Context: an optimization exercise on an open-source flow, tuned for small area. The choices shown serve that exercise and are no tape-out recipe. In this exercise RTL edits were held to simulation tests only and were not proved equivalent to the original. No activity file was given, so power comes from the tool's default toggle rates.

**flow/design.v**
```verilog
module dmem_store_responder #(
    parameter int DEPTH_LOG2 = 6,
    parameter int SB_ENTRIES = 4
) (
    input  logic        clk,
    input  logic        reset,
    input  logic        memwrite,
    input  logic [31:0] dataadr,
    input  logic [31:0] writedata,
    output logic [31:0] readdata,
    output logic        stall,
    output logic        sb_empty
);
    localparam int DEPTH = 1 << DEPTH_LOG2;
    localparam int PTR_W = $clog2(SB_ENTRIES);
    typedef logic [PTR_W-1:0]      ptr_t;
    typedef logic [PTR_W:0]        cnt_t;
    typedef logic [DEPTH_LOG2-1:0] idx_t;
    logic [31:0]           ram_q [DEPTH];
    idx_t                  sb_idx_q [SB_ENTRIES];
    logic [31:0]           sb_data_q [SB_ENTRIES];
    logic [SB_ENTRIES-1:0] sb_vld_q, sb_vld_d;
    ptr_t                  head_q, head_d;
    ptr_t                  tail_q, tail_d;
    cnt_t                  count_q, count_d;
    logic full, empty, enq, deq;
    idx_t word_idx;
    ptr_t slot;
    logic unused_adr_bits;
    assign word_idx        = dataadr[DEPTH_LOG2+1:2];
    assign unused_adr_bits = ^{dataadr[31:DEPTH_LOG2+2], dataadr[1:0]};
    assign full     = (count_q == cnt_t'(SB_ENTRIES));
    assign empty    = (count_q == '0);
    assign enq      = memwrite && !full;
    assign deq      = !empty;
    assign stall    = memwrite && full;
    assign sb_empty = empty;
    always_comb begin
        head_d   = head_q;
        tail_d   = tail_q;
        count_d  = count_q;
        sb_vld_d = sb_vld_q;
        if (deq) begin
            sb_vld_d[head_q] = 1'b0;
            head_d           = head_q + 1'b1;
        end
        if (enq) begin
            sb_vld_d[tail_q] = 1'b1;
            tail_d           = tail_q + 1'b1;
        end
        case ({enq, deq})
            2'b10:   count_d = count_q + 1'b1;
            2'b01:   count_d = count_q - 1'b1;
            default: count_d = count_q;
        endcase
    end
    always_comb begin
        readdata = ram_q[word_idx];
        slot     = head_q;
        for (int i = 0; i < SB_ENTRIES; i++) begin
            slot = head_q + ptr_t'(i);
            if (sb_vld_q[slot] && (sb_idx_q[slot] == word_idx)) begin
                readdata = sb_data_q[slot];
            end
        end
    end
    always_ff @(posedge clk) begin
        if (reset) begin
            head_q   <= '0;
            tail_q   <= '0;
            count_q  <= '0;
            sb_vld_q <= '0;
        end else begin
            head_q   <= head_d;
            tail_q   <= tail_d;
            count_q  <= count_d;
            sb_vld_q <= sb_vld_d;
        end
    end
    always_ff @(posedge clk) begin
        if (enq) begin
            sb_idx_q[tail_q]  <= word_idx;
            sb_data_q[tail_q] <= writedata;
        end
        if (deq && !reset) begin
            ram_q[sb_idx_q[head_q]] <= sb_data_q[head_q];
        end
    end
endmodule
```
**flow/config.mk**
```make
export PLATFORM = sky130hd
export DESIGN_NAME = dmem_store_responder
export DESIGN_NICKNAME = dmem_store_responder
export VERILOG_FILES = /design/flow/design.v
export SDC_FILE = /design/flow/constraint.sdc
export NUM_CORES = 4
export LEC_CHECK = 0
export CAP_MARGIN = 20
export CORE_MARGIN = 2
export CORE_UTILIZATION = 40
export SETUP_SLACK_MARGIN = 0.3
export SLEW_MARGIN = 20
```
**flow/run.sh**
```bash
#!/bin/bash
# synth_recipe.tcl (not shown) runs the flow's synth.tcl, then flattens the netlist and writes it again
# the make line also repeats each setting of config.mk as NAME=value (left out here)
make -C /OpenROAD-flow-scripts/flow DESIGN_CONFIG=/design/flow/config.mk WORK_HOME=/design/flow/orfs CLKGATE_MAP_FILE= SYNTH_SCRIPT=/design/flow/synth_recipe.tcl finish
```
**flow/constraint.sdc**
```tcl
create_clock -name core_clock -period 8.0 [get_ports {clk}]
set_input_delay 1.6000 -clock core_clock [delete_from_list [all_inputs] [get_ports {clk}]]
set_output_delay 1.6000 -clock core_clock [all_outputs]
set_load 0.01 [all_outputs]
```
==> flow_summary_export.csv <==
group,metric,value,unit
sta,skew,0.02740,ns
clocking,clockRootBuffer,"clkbuf_16",
drt,drtIter0Drc,5619,
die,core,0.2199,sq mm
power,cellLeakagePower,31.48,nW
placement,place_congestion,0.8579,
die,dieArea,0.2252,sq mm
die,num_rows,172,
synth,ys.flop_type,"edfxtp_1",
sta,maxSlewViolCount,0,
worst_setup_path,crit_fanout,45,
synth,yosysWarnings,2,
clocking,clockBufferDepth,3,
placement,portBuffers,74,
synth,synth_common_cells,"2200 x edfxtp_1, 555 x mux4_2, 202 x mux2i_1, 179 x nor2_1, 117 x clkbuf_1",
worst_setup_path,crit_chain,"buf_8 > buf_4 > nand2b_1 > buf_4 > o221ai_1 > o21ai_0 > buf_4 > nand3_1 > a2111oi_1 > a221o_1 > clkdlybuf4s50_1",
power,p_per_area,301.4,mW/mm^2
synth,synth_cell_types,66,
drt,via_count,45150,
die,ioPinCount,101,
job,max_cap_violations,0,
drt,wl_per_cell,30.78,um
layout,layout-drive-gt1-share,25.84,%
global_route,track_usage,20.78,%
global_route,antenna_found_initial,14,
worst_setup_path,crit_path_frequent_cell,"buf_4",
sta,setup_tns,0,ns
placement,post-place-ws,0.6283,ns
clocking,clkSinkCount,2213,
drt,drtAntennaViolNets,0,
global_route,grt_pass1_wl,332600,um
worst_setup_path,required,6.40,ns
layout,design_area,0.1012,sq mm
clocking,htree_levels,4,
synth,synth-seq-area-share,74.88,%
drt,post_drt_via_cell_ratio,5.866,
clocking,cts-buffers-inserted,209,
synth,synth_seq_cells,2213,
worst_setup_path,slowest_stage,"o21ai_0",
layout,finalCoreUtilization,46.03,%
status,status,"finished clean",
synth,syn_nets,4359,
worst_setup_path,worstSetupStartpointType,"primary input",
sta,finalHoldViolCount,0,
layout,area_growth,14.31,%
die,start_util,40.27,%
clocking,post_cts_resized,0,
drt,dr.pass1.iters,6,
synth,synth_top_area_share,74.59,%
worst_setup_path,crit_path_max_incr_delay,0.79,ns
hold_path,holdCritPathClass,"reg -> reg",
worst_setup_path,worstPathArrival,5.78,ns
layout,nets,4639,
synth,synthMostInstantiatedCell,"edfxtp_1",
die,die_w,474.6,um
synth,synth.avg_cell_area,20.72,sq um
worst_setup_path,path_class,"in -> out",
global_route,grt_max_degree,66,
die,die_y,474.6,um
synth,synth_edf_count,2200,
synth,synthCells,4275,
synth,synth_largest_area_cell,"edfxtp_1",
placement,hpwl,140800,um
sta,tightest_slew,1.133,ns
sta,fin_crit,7.381,ns
clocking,cts_tree,"done",
power,p_total,30.51,mW
clocking,path_clk_slew,0.06,ns
sta,slew_headroom,24.28,%
sta,rsz0062_at_grt,"no",
drt,drc_errors,0,
synth,async_flop_share,0,%
worst_setup_path,crit_path_end_kind,"output port",
sta,final-setup-viol-count,0,
global_route,first_global_vias,44720,
sta,layout_worst_path_cycle_share,92.27,%
power,vdd_drop_max,0.2392,mV
synth,syn_area,0.08857,sq mm
placement,postPlaceCellArea,0.09443,sq mm
sta,fmax,135.5,MHz
synth,synth_area_leaders,"edfxtp_1 75%, mux4_2 14%, mux2i_1 2.3%, nor2_1 0.76%, a22oi_1 0.72%",
clocking,clk_latency,0.85,ns
sta,fin_ws,0.6186,ns
global_route,grt_overflow_total,0,
drt,wirelength,236900,um
metal layers:
metal  global-route usage (%)  part of all wire, %  up-vias
li1                         -                    -    18660
met1                    28.36                   41    24380
met2                    33.67                   49     1791
met3                    4.073                  7.5      320
met4                    6.598                  3.0        2
met5                        0               0.0030        -
state kept, by name, summed over array words and instances (netlist names), named ones only:
name / flops
sb_vld_q: 4
sb_data_q: 128
head_q: 2
ram_q: 2048
tail_q: 2
sb_idx_q: 24
count_q: 3
through the flow:
stage / hold WS [ns] / std cells
CTS: 0.5670 / 7685
detailed placement: 0.5525 / 7296
global placement: 0.5399 / 7292
global route: 0.5963 / 7693
floorplan: 0.5094 / 4275
finish: 0.5678 / 7697
cell type report:
cell class                      instances  area (sq um)
Fill cell                           18430        118700
Sequential cell                      2213         66330
Multi-Input combinational cell       1778         21340
Clock buffer                          269          5623
Tap cell                             2958          3701
Timing Repair Buffer                  332          3095
Clock inverter                        120          1065
Inverter                               21         78.83
Antenna cell                            6         15.01
critical path: cells and delay by family:
| kind | cells | cell delay (ns) |
|---|---|---|
| buffers and inverters | 5 | 1.82 |
| AOI/OAI and AO/OA | 4 | 1.71 |
| and+or+nand+nor | 2 | 0.50 |
path summary, 6_finish.rpt:
| kind | start | slack, ns | end | cells after the start |
|---|---|---|---|---|
| worst min-delay path | count_q[1] | 0.57 | count_q[1] | 2 |
| worst max register to register | head_q[1] | 2.47 | ram_q[13][2] | 8 |
| worst min register to register | count_q[1] | 0.57 | count_q[1] | 2 |
| worst max-delay path | dataadr[3] | 0.62 | readdata[15] | 11 |
power by group:
group	total [mW]	internal [mW]	switching (mW)
Clock	9.79	5.50	4.29
Combinational	5.60	1.48	4.12
Sequential	15.1	15.0	0.160
Total	30.5	21.9	8.57
cells in the final DEF, fill, tap and decap left out, types with 29 or more instances in the layout:
cell,instances
a21oi_1,107
a22oi_1,85
buf_12,30
buf_4,227
clkbuf_1,50
clkbuf_16,215
clkdlybuf4s50_1,68
clkinv_1,48
clkinv_2,38
edfxtp_1,2200
mux2i_1,202
mux4_2,555
nand2_1,96
nand3_1,36
nor2_1,114
nor2_4,65
nor2b_1,29
nor3_1,38
o21ai_0,36
o22ai_1,67
logic make-up (layout without fill, tap and decap cells):
family	Yosys count	in the layout	synth area share, %
other cells	0	6	0
mux	780	780	16.69
buf+inv	284	742	1.633
compound gates	491	491	3.848
fa+ha+maj	17	17	0.2486
simple gates	463	463	2.437
flops	2213	2213	74.88
xor+xnor	27	27	0.2670
repair_timing:
| action | CTS | global route |
|---|---|---|
| hold buffers | 0 | 0 |
| endpoints found under the setup margin | 0 | 12 |
| buffers inserted | 0 | 2 |

[re-timing with driven ports]
Ports are ideal in the flow. The routed layout listed here was re-timed in OpenROAD. Step 1 sets driving cells, clkbuf_16 on the clock port and buf_2 on the other inputs (assumed; they add their load-dependent delay and slew). Step 2 adds t to the input delays and takes it off the output delays; t is the mean of the earliest and latest rising clock arrival at the registers after step 1. Input paths then give back, and output paths get back, about the clock's delay inside the block. a / b / c = ideal ports / drivers / drivers and shift; a / b = the first two.
t, ns: 0.924
setup slack, ns: 0.619 / 0.559 / 0.559
latest minus earliest clock arrival (ns): 0.037 / 0.037
worst slew at a driven data input, ns: 0.16
pins driven straight from the clock port: 1
After both steps this run still meets setup and hold. For this run, drivers alone change the setup slack by -0.060 ns; drivers and shift together by -0.060 ns.
